Source: an optimization exercise on an open RTL-to-GDS flow (aim: small area, a short achievable clock period and few clock cycles per item). Production flows keep margins and buffers that such runs may drop. Where RTL was checked, it was by simulation tests only, not by an equivalence proof against the original.

==> raven <==
## mapu_nxn
module mapu_nxn
#(
  parameter int DATA_WIDTH = 16,
  parameter int N          = 4,
  parameter int SATURATE   = 0
) (
  input  logic                     clk,
  input  logic                     reset_n,
  input  logic                     i_en,
  input  logic [1:0]               i_op,
  output logic                     o_of,
  input  logic                     i_vld,
  output logic                     o_rdy,
  input  logic [N*DATA_WIDTH-1:0]  i_row,
  output logic                     o_vld,
  input  logic                     i_rdy,
  output logic [N*DATA_WIDTH-1:0]  o_row
);
==> flow/config.mk <==
export PLATFORM = sky130hd
export DESIGN_NAME = mapu_nxn
export DESIGN_NICKNAME = mapu_nxn
export VERILOG_FILES = /design/flow/design.v
export SDC_FILE = /design/flow/constraint.sdc
export NUM_CORES = 4
export LEC_CHECK = 0
export CAP_MARGIN = 20
export CORE_MARGIN = 2
export CORE_UTILIZATION = 60
export SLEW_MARGIN = 20
==> flow/constraint.sdc <==
create_clock -name core_clock -period 16.0 [get_ports {clk}]
set_input_delay 3.2000 -clock core_clock [delete_from_list [all_inputs] [get_ports {clk}]]
set_output_delay 3.2000 -clock core_clock [all_outputs]
set_load 0.01 [all_outputs]
standard.sh (not shown) runs the stock make flow with config.mk's settings and CLKGATE_MAP_FILE= SYNTH_SCRIPT=/design/flow/synth_recipe.tcl, a recipe that flattens the netlist after the stock synthesis.
==> flow/flow/run.sh <==
#!/bin/bash
# Standard ORFS layout (the standard.sh) with two changes: repair_timing aims at a setup
# margin of 11 ns under the design's SDC, and the port buffers are buf_2 cells.
bash standard.sh SETUP_SLACK_MARGIN=11 "BUFFER_PORTS_ARGS=-buffer_cell sky130_fd_sc_hd__buf_2" finish > standard.log 2>&1
==> zinc (differences from raven) <==
--- a/flow/design.v
+++ b/flow/design.v
@@ -15,17 +15,17 @@
   input  logic [15:0] a,
   input  logic [15:0] b,
   input  logic [15:0] acc,
   input  logic        cin,
   output logic [15:0] sum,
-  output logic        cout,
-  output logic        hi,
+  output logic        carry,
   output logic        h
 );
   logic [15:0] pp [16];
   logic [15:0] bo;
   logic [15:0] x, y;
+  logic        cout;
   always_comb begin
     for (int i = 0; i < 16; i++)
       for (int j = 0; j < 16; j++)
         pp[i][j] = a[i] & b[j];
   end
@@ -516,11 +516,11 @@
   logic sg3_15, sp3_15;
   assign sg3_15 = sg2_15 | (sp2_15 & sg2_7);
   assign sp3_15 = sp2_15 & sp2_7;
   assign sum = {pp_[15] ^ sg3_14, pp_[14] ^ sg3_13, pp_[13] ^ sg3_12, pp_[12] ^ sg3_11, pp_[11] ^ sg3_10, pp_[10] ^ sg3_9, pp_[9] ^ sg3_8, pp_[8] ^ sg2_7, pp_[7] ^ sg2_6, pp_[6] ^ sg2_5, pp_[5] ^ sg2_4, pp_[4] ^ sg1_3, pp_[3] ^ sg1_2, pp_[2] ^ sg0_1, pp_[1] ^ pg[0], pp_[0]};
   assign cout = sg3_15;
-  assign hi = fc14 | fc16 | fc18 | hc20 | fc66 | fc68 | fc70 | fc72 | fc128 | fc130 | fc132 | fc180 | fc182 | fc210 | fc242;
+  assign carry = cout | fc14 | fc16 | fc18 | hc20 | fc66 | fc68 | fc70 | fc72 | fc128 | fc130 | fc132 | fc180 | fc182 | fc210 | fc242;
 endmodule
 module mapu_nxn_row_unit
 #(
   parameter int DATA_WIDTH = 16,
   parameter int N          = 4,
@@ -530,29 +530,25 @@
   input  logic                      sub,
   input  logic [N*DATA_WIDTH-1:0]   a_lane,    
   input  logic [N*DATA_WIDTH-1:0]   b_row,
   input  logic [N*DATA_WIDTH-1:0]   acc_row,
   output logic [N*DATA_WIDTH-1:0]   res_row,
-  output logic [N-1:0]              cout,      
-  output logic [N-1:0]              of_c1,     
-  output logic [N-1:0]              of_c0      
+  output logic [N-1:0]              lane_of
 );
   localparam int DW = DATA_WIDTH;
-  logic [N-1:0] hi, h;
+  logic [N-1:0] carry, h;
   for (genvar c = 0; c < N; c++) begin : g_lane
     mapu_nxn_mac_lane u_lane (
       .a     (a_lane[c*DW +: DW]),
       .b     (b_row[c*DW +: DW]),
       .acc   (acc_row[c*DW +: DW]),
       .cin   (sub),
       .sum   (res_row[c*DW +: DW]),
-      .cout  (cout[c]),
-      .hi    (hi[c]),
+      .carry (carry[c]),
       .h     (h[c])
     );
-    assign of_c1[c] = ~sub | h[c];
-    assign of_c0[c] = (hi[c] ^ sub) | h[c];
+    assign lane_of[c] = (carry[c] ^ sub) | h[c];
   end
 endmodule
 import mapu_nxn_pkg::*;
 module mapu_nxn
 #(
@@ -601,11 +597,11 @@
   logic take_dp, shift_dp, c_free_dp, step_dp, copy_dp;
   logic [RW-1:0] a_head_d;
   logic [RW-1:0] acc_row;
   logic [RW-1:0] a_col;
   logic [RW-1:0] alu_row;
-  logic [N-1:0]  alu_cout, alu_of1, alu_of0, of_keep;
+  logic [N-1:0]  alu_of;
   assign in_a    = ~in_cnt_q[IW];
   assign r_mul   = (r_op_q == OP_ENC_MUL);
   assign r_last  = ~r_mul | (pass_q == LAST);
   assign take    = i_en & i_vld & rdy_q;
   assign deliver = i_en & c_vld_q & i_rdy;
@@ -696,13 +692,11 @@
     .sub     (sub_q),
     .a_lane  (ae_lanes),
     .b_row   (r_q),
     .acc_row (acc_row),
     .res_row (alu_row),
-    .cout    (alu_cout),
-    .of_c1   (alu_of1),
-    .of_c0   (alu_of0)
+    .lane_of (alu_of)
   );
   always_ff @(posedge clk) begin
     if ((take_dp & in_a) | step_dp) begin
       for (int j = 0; j < N - 1; j++) a_q[j] <= a_q[j+1];
       a_q[N-1] <= (take_dp & in_a) ? i_row : a_q[0];
@@ -721,13 +715,11 @@
           c_q[j][c*DW +: DW] <= copy_dp ? a_q[c][j*DW +: DW] : c_q[j+1][c*DW +: DW];
       c_q[N-1] <= alu_row;
     end
     if (copy_dp) of_q <= '0;
     else begin
-      if (step_dp)
-        for (int c = 0; c < N; c++)
-          of_q[c] <= alu_cout[c] ? (of_keep[c] | alu_of1[c]) : (of_keep[c] | alu_of0[c]);
+      if (step_dp) of_q <= ((r_k_q == '0) & (pass_q == '0) ? '0 : of_q) | alu_of;
     end
   end
   always_ff @(posedge clk or negedge reset_n) begin
     if (!reset_n) begin
       in_cnt_q <= '0;
@@ -756,8 +748,7 @@
     end
   end
   assign o_rdy = rdy_q;
   assign o_vld = c_vld_q;
   assign o_row = c_q[0];
-  assign of_keep = ((r_k_q == '0) & (pass_q == '0)) ? '0 : of_q;
   assign o_of  = |of_q;
 endmodule
ABC_AREA = 1   (was unset)
CAP_MARGIN = 40   (was 20)
SLEW_MARGIN = 40   (was 20)
==> harbor (differences from raven) <==
--- a/flow/design.v
+++ b/flow/design.v
@@ -596,12 +596,13 @@
   logic          c_own_q, c_own_d;      
   logic          c_vld_q, c_vld_d;      
   logic [IW-1:0] out_q, out_d;
   logic          rdy_q, rdy_d;
   logic in_a, take, deliver, c_free, step, copy, r_mul, r_last, op_done, a_shift;
-  logic take_dp, shift_dp, c_free_dp, step_dp, copy_dp;
-  logic [RW-1:0] a_head_d;
+  logic take_dp, shift_dp, c_free_dp, step_dp, copy_dp, c_en_dp, a_en_dp;
+  logic c_en1, c_en0, copy1, copy0, a_en1, a_en0;
+  logic [DW-1:0] ae_r0, ae_r1, ae_t0, ae_t1;
   logic [RW-1:0] acc_row;
   logic [RW-1:0] a_col;
   logic [RW-1:0] alu_row;
   logic [N-1:0]  alu_cout, alu_of1, alu_of0, of_keep;
   assign in_a    = ~in_cnt_q[IW];
@@ -611,16 +612,24 @@
   assign deliver = i_en & c_vld_q & i_rdy;
   assign c_free  = ~c_vld_q | (deliver & (out_q == LAST));
   assign step    = r_vld_q & (c_own_q | c_free);
   assign copy    = t_pend_q & c_free;
   assign op_done = step & r_last & (r_k_q == LAST);
-  assign a_shift = (take & in_a) | step;
+  assign a_shift = (take_dp & in_a) | step_dp;
   assign take_dp   = i_vld & rdy_q;
   assign shift_dp  = c_vld_q & i_rdy;
   assign c_free_dp = ~c_vld_q | (i_rdy & (out_q == LAST));
   assign step_dp   = r_vld_q & (c_own_q | c_free_dp);
   assign copy_dp   = t_pend_q & c_free_dp;
+  assign c_en1   = c_vld_q | r_vld_q | t_pend_q;
+  assign c_en0   = ~c_vld_q & (r_vld_q | t_pend_q) | (r_vld_q & c_own_q);
+  assign copy1   = t_pend_q & (~c_vld_q | (out_q == LAST));
+  assign copy0   = t_pend_q & ~c_vld_q;
+  assign a_en1   = r_vld_q & (c_own_q | ~c_vld_q | (out_q == LAST));
+  assign a_en0   = r_vld_q & (c_own_q | ~c_vld_q);
+  assign c_en_dp = i_rdy ? c_en1 : c_en0;
+  assign a_en_dp = (take_dp & in_a) | (i_rdy ? a_en1 : a_en0);
   always_comb begin
     in_cnt_d = in_cnt_q;
     in_op_d  = in_op_q;
     r_vld_d  = r_vld_q;
     r_k_d    = r_k_q;
@@ -677,11 +686,14 @@
     if (~in_cnt_d[IW])
       rdy_d = ~t_pend_d & (~r_vld_d | (c_own_d & (r_op_d != OP_ENC_MUL || pass_d == LAST)));
     else
       rdy_d = ~r_vld_d | ((r_op_d != OP_ENC_MUL || pass_d == LAST) & (c_own_d | ~c_vld_d));
   end
-  assign a_head_d = a_shift ? a_q[1] : a_q[0];
+  assign ae_r0 = a_q[0][r_k_q*DW +: DW];
+  assign ae_r1 = a_q[1][r_k_q*DW +: DW];
+  assign ae_t0 = a_q[0][in_cnt_q[IW-1:0]*DW +: DW];
+  assign ae_t1 = a_q[1][in_cnt_q[IW-1:0]*DW +: DW];
   always_comb begin
     for (int c = 0; c < N; c++) a_col[c*DW +: DW] = a_q[c][(N-1)*DW +: DW];
   end
   always_comb begin
     for (int c = 0; c < N; c++) ae_lanes[c*DW +: DW] = ae_q[c];
@@ -701,26 +713,28 @@
     .cout    (alu_cout),
     .of_c1   (alu_of1),
     .of_c0   (alu_of0)
   );
   always_ff @(posedge clk) begin
-    if ((take_dp & in_a) | step_dp) begin
+    if (a_en_dp) begin
       for (int j = 0; j < N - 1; j++) a_q[j] <= a_q[j+1];
       a_q[N-1] <= (take_dp & in_a) ? i_row : a_q[0];
     end
     if (take_dp & ~in_a) r_q <= (in_op_q == OP_ENC_SUB) ? ~i_row : i_row;
     for (int c = 0; c < N; c++)
-      ae_q[c] <= t_pend_d ? '0 : (r_op_d == OP_ENC_MUL) ? a_head_d[r_k_d*DW +: DW] :
+      ae_q[c] <= (take_dp & ~in_a) ? ((in_op_q == OP_ENC_MUL) ? (r_vld_q ? ae_t1 : ae_t0) : DW'(1)) :
+                 t_pend_d ? '0 :
+                 r_mul ? (a_shift ? ae_r1 : ae_r0) :
                  r_vld_d ? DW'(1) : DW'(c);
     selc_q  <= ~t_pend_d & (r_op_d == OP_ENC_MUL) & (r_k_d != '0);
     sela_q  <= ~t_pend_d & (r_op_d != OP_ENC_MUL);
     sub_q   <= ~t_pend_d & (r_op_d == OP_ENC_SUB);
     selt_q  <= t_pend_d;
-    if (copy_dp | step_dp | shift_dp) begin
+    if (c_en_dp) begin
       for (int j = 0; j < N - 1; j++)
         for (int c = 0; c < N; c++)
-          c_q[j][c*DW +: DW] <= copy_dp ? a_q[c][j*DW +: DW] : c_q[j+1][c*DW +: DW];
+          c_q[j][c*DW +: DW] <= (i_rdy ? copy1 : copy0) ? a_q[c][j*DW +: DW] : c_q[j+1][c*DW +: DW];
       c_q[N-1] <= alu_row;
     end
     if (copy_dp) of_q <= '0;
     else begin
       if (step_dp)
CAP_MARGIN = 40   (was 20)
SLEW_MARGIN = 40   (was 20)
==> indigo (differences from raven) <==
--- a/flow/design.v
+++ b/flow/design.v
@@ -596,12 +596,13 @@
   logic          c_own_q, c_own_d;      
   logic          c_vld_q, c_vld_d;      
   logic [IW-1:0] out_q, out_d;
   logic          rdy_q, rdy_d;
   logic in_a, take, deliver, c_free, step, copy, r_mul, r_last, op_done, a_shift;
-  logic take_dp, shift_dp, c_free_dp, step_dp, copy_dp;
-  logic [RW-1:0] a_head_d;
+  logic take_dp, shift_dp, c_free_dp, step_dp, copy_dp, c_en_dp, a_en_dp;
+  logic c_en1, c_en0, copy1, copy0, a_en1, a_en0;
+  logic [DW-1:0] ae_r0, ae_r1, ae_t0, ae_t1;
   logic [RW-1:0] acc_row;
   logic [RW-1:0] a_col;
   logic [RW-1:0] alu_row;
   logic [N-1:0]  alu_cout, alu_of1, alu_of0, of_keep;
   assign in_a    = ~in_cnt_q[IW];
@@ -611,16 +612,24 @@
   assign deliver = i_en & c_vld_q & i_rdy;
   assign c_free  = ~c_vld_q | (deliver & (out_q == LAST));
   assign step    = r_vld_q & (c_own_q | c_free);
   assign copy    = t_pend_q & c_free;
   assign op_done = step & r_last & (r_k_q == LAST);
-  assign a_shift = (take & in_a) | step;
+  assign a_shift = (take_dp & in_a) | step_dp;
   assign take_dp   = i_vld & rdy_q;
   assign shift_dp  = c_vld_q & i_rdy;
   assign c_free_dp = ~c_vld_q | (i_rdy & (out_q == LAST));
   assign step_dp   = r_vld_q & (c_own_q | c_free_dp);
   assign copy_dp   = t_pend_q & c_free_dp;
+  assign c_en1   = c_vld_q | r_vld_q | t_pend_q;
+  assign c_en0   = ~c_vld_q & (r_vld_q | t_pend_q) | (r_vld_q & c_own_q);
+  assign copy1   = t_pend_q & (~c_vld_q | (out_q == LAST));
+  assign copy0   = t_pend_q & ~c_vld_q;
+  assign a_en1   = r_vld_q & (c_own_q | ~c_vld_q | (out_q == LAST));
+  assign a_en0   = r_vld_q & (c_own_q | ~c_vld_q);
+  assign c_en_dp = i_rdy ? c_en1 : c_en0;
+  assign a_en_dp = (take_dp & in_a) | (i_rdy ? a_en1 : a_en0);
   always_comb begin
     in_cnt_d = in_cnt_q;
     in_op_d  = in_op_q;
     r_vld_d  = r_vld_q;
     r_k_d    = r_k_q;
@@ -677,11 +686,14 @@
     if (~in_cnt_d[IW])
       rdy_d = ~t_pend_d & (~r_vld_d | (c_own_d & (r_op_d != OP_ENC_MUL || pass_d == LAST)));
     else
       rdy_d = ~r_vld_d | ((r_op_d != OP_ENC_MUL || pass_d == LAST) & (c_own_d | ~c_vld_d));
   end
-  assign a_head_d = a_shift ? a_q[1] : a_q[0];
+  assign ae_r0 = a_q[0][r_k_q*DW +: DW];
+  assign ae_r1 = a_q[1][r_k_q*DW +: DW];
+  assign ae_t0 = a_q[0][in_cnt_q[IW-1:0]*DW +: DW];
+  assign ae_t1 = a_q[1][in_cnt_q[IW-1:0]*DW +: DW];
   always_comb begin
     for (int c = 0; c < N; c++) a_col[c*DW +: DW] = a_q[c][(N-1)*DW +: DW];
   end
   always_comb begin
     for (int c = 0; c < N; c++) ae_lanes[c*DW +: DW] = ae_q[c];
@@ -701,26 +713,28 @@
     .cout    (alu_cout),
     .of_c1   (alu_of1),
     .of_c0   (alu_of0)
   );
   always_ff @(posedge clk) begin
-    if ((take_dp & in_a) | step_dp) begin
+    if (a_en_dp) begin
       for (int j = 0; j < N - 1; j++) a_q[j] <= a_q[j+1];
       a_q[N-1] <= (take_dp & in_a) ? i_row : a_q[0];
     end
     if (take_dp & ~in_a) r_q <= (in_op_q == OP_ENC_SUB) ? ~i_row : i_row;
     for (int c = 0; c < N; c++)
-      ae_q[c] <= t_pend_d ? '0 : (r_op_d == OP_ENC_MUL) ? a_head_d[r_k_d*DW +: DW] :
+      ae_q[c] <= (take_dp & ~in_a) ? ((in_op_q == OP_ENC_MUL) ? (r_vld_q ? ae_t1 : ae_t0) : DW'(1)) :
+                 t_pend_d ? '0 :
+                 r_mul ? (a_shift ? ae_r1 : ae_r0) :
                  r_vld_d ? DW'(1) : DW'(c);
     selc_q  <= ~t_pend_d & (r_op_d == OP_ENC_MUL) & (r_k_d != '0);
     sela_q  <= ~t_pend_d & (r_op_d != OP_ENC_MUL);
     sub_q   <= ~t_pend_d & (r_op_d == OP_ENC_SUB);
     selt_q  <= t_pend_d;
-    if (copy_dp | step_dp | shift_dp) begin
+    if (c_en_dp) begin
       for (int j = 0; j < N - 1; j++)
         for (int c = 0; c < N; c++)
-          c_q[j][c*DW +: DW] <= copy_dp ? a_q[c][j*DW +: DW] : c_q[j+1][c*DW +: DW];
+          c_q[j][c*DW +: DW] <= (i_rdy ? copy1 : copy0) ? a_q[c][j*DW +: DW] : c_q[j+1][c*DW +: DW];
       c_q[N-1] <= alu_row;
     end
     if (copy_dp) of_q <= '0;
     else begin
       if (step_dp)
==> results.py <==
metrics = {
    "finish": {
        "final_cell_mix": "sky130_fd_sc_hd__nand2_1, sky130_fd_sc_hd__inv_1, sky130_fd_sc_hd__edfxtp_1",
        "n_antenna_cell": 8,
        "comb.multi_input.count": 2638,
        "instances_no_fill": 5405,
        "layout-drive-gt1-share": 0.113,
    },
    "synthesis": {
        "post-synth-top-area-fraction": 0.412,
    },
    "sta": {
        "setup_ws_ps": 10970,
    },
    "outcome": {
        "outcome": "finished clean",
    },
    "routing": {
        "vias_after_detailed_routing": 31000,
    },
    "floorplan": {
        "core.rowCount": 96,
    },
    "critical_path": {
        "worstPathCellList": "buf_12, buf_4, nand2_1, inv_1, fa_1, fa_1, inv_2, fa_2, fa_2, inv_2, fa_1, fa_1, ha_4, nor4_4, nand2_1, nor3_4, a21oi_2, nor2_1, nand3_2, nand2_1, a21oi_1",
    },
}
-- figures above: zinc

==> results.py <==
metrics = {
    "finish": {
        "comb.multi_input.count": 2409,
        "final_cell_mix": "sky130_fd_sc_hd__nand2_1, sky130_fd_sc_hd__edfxtp_1, sky130_fd_sc_hd__fa_1",
        "instances_no_fill": 4755,
    },
    "floorplan": {
        "core.rowCount": 96,
        "die_area_um2": 72100,
    },
    "routing": {
        "dr_wl_cell_um": 29.7,
        "totalWireLength_mm": 141,
        "vias_after_detailed_routing": 30300,
    },
    "outcome": {
        "outcome": "finished clean",
    },
    "critical_path": {
        "worst-r2r-setup-slack_ps": 11010,
        "worstPathCellList": "and2_4, fa_2, inv_1, fa_2, fa_2, fa_2, fa_2, inv_1, fa_2, ha_1, or2_2, a21oi_2, a21oi_2, xnor2_2, a21oi_1",
    },
    "sta": {
        "total_of_endpoints_with_negative_setup_slack_in_the_final_report": 0,
        "setup_ws_ps": 11010,
    },
    "synthesis": {
        "post-synth-top-area-fraction": 0.412,
    },
}
-- figures above: harbor

==> results.py <==
metrics = {
    "sta": {
        "setup_ws_ps": 10980,
        "report.final.hold_viol_count": 0,
    },
    "finish": {
        "syn2layout_area_growth_pct": 14.5,
        "layout-drive-gt1-share": 0.158,
        "instances_no_fill": 4740,
        "final_cell_mix": "sky130_fd_sc_hd__nand2_1, sky130_fd_sc_hd__edfxtp_1, sky130_fd_sc_hd__fa_1",
        "n_antenna_cell": 5,
        "comb.multi_input.count": 2409,
    },
    "clock_tree": {
        "cts-resized-gates": 110,
        "clk_pin_slew_ps": 60,
    },
    "synthesis": {
        "synth.yosys.warnings": 6,
        "post-synth-top-area-fraction": 0.412,
    },
    "floorplan": {
        "die_width_um": 269,
        "core.rowCount": 96,
    },
    "critical_path": {
        "worst-r2r-cell-count": 17,
        "worstPathCellList": "buf_16, and2_1, fa_1, fa_1, inv_2, fa_2, fa_2, inv_2, fa_1, fa_1, ha_2, nor4_4, nand4_1, nor3_2, a21oi_2, xnor2_2, a21oi_1",
    },
    "routing": {
        "vias_after_detailed_routing": 30600,
        "drc": 0,
    },
    "outcome": {
        "outcome": "finished clean",
    },
}
-- figures above: indigo

==> results.py <==
metrics = {
    "outcome": {
        "outcome": "finished clean",
    },
    "min_path": {
        "holdCritStartpoint": "a_q[2][36]$_DFFE_PP_",
    },
    "floorplan": {
        "core.rowCount": 95,
        "die_width_um": 266,
    },
    "synthesis": {
        "post-synth-top-area-cell": "sky130_fd_sc_hd__edfxtp_1",
        "post-synth-top-area-fraction": 0.421,
        "synth_xor_area_frac": 0.0228,
    },
    "finish": {
        "instances_no_fill": 4555,
        "comb.multi_input.count": 2267,
        "layout.cells.largest_class": "multi-input combinational cells",
        "layout-drive-gt1-share": 0.184,
        "n_antenna_cell": 11,
    },
    "sta": {
        "slew_viol_final": 0,
    },
    "routing": {
        "vias_after_detailed_routing": 29500,
    },
    "critical_path": {
        "critical_path.top_delay_family": "buffers and inverters",
        "worstPathCellList": "buf_2, nand4_1, buf_4, a21oi_4, buf_4, clkinvlp_4, buf_4, mux4_2, a21oi_1, o21a_1",
    },
    "placement": {
        "post-place-cells": 4295,
        "placed_area_um2": 42600,
    },
}
-- figures above: raven

Testbench counts of zinc, summed over its fixed seeds: cycles 4,129, ops 384.
Only the layout flow was run in raven, harbor and indigo; the RTL was not checked for function there.

[re-timing with driven ports]
No port has a modelled driver above. Below, the same layouts with a new extraction and two added sets of constraints. Step 1 (the two cells are an assumption about what drives the block):
set clk [get_ports {clk}]
set_driving_cell -lib_cell sky130_fd_sc_hd__clkbuf_16 $clk
set_driving_cell -lib_cell sky130_fd_sc_hd__buf_2 [delete_from_list [all_inputs] $clk]
Step 2 adds t to the input delays and takes it off the output delays; t is the mean of the earliest and latest rising clock arrival at the registers after step 1. Input paths then give back, and output paths get back, about the clock's delay inside the block. Slacks: ideal ports / drivers / drivers and shift; pairs: ideal ports / drivers.
run | t, ns | setup WS [ns] | hold WS [ns]
raven | 0.669 | 10.991 / 10.984 / 10.362 | 0.438 / 0.438 / 0.438
zinc | 0.662 | 10.971 / 10.971 / 10.504 | 0.447 / 0.447 / 0.447
harbor | 0.686 | 11.013 / 10.986 / 10.426 | 0.448 / 0.448 / 0.448
indigo | 0.695 | 10.984 / 10.948 / 10.414 | 0.433 / 0.433 / 0.433
After both steps setup and hold are still met in every run listed. The setup slack of raven, which loses most, moves by -0.007 ns with the drivers and by -0.629 ns with both steps.
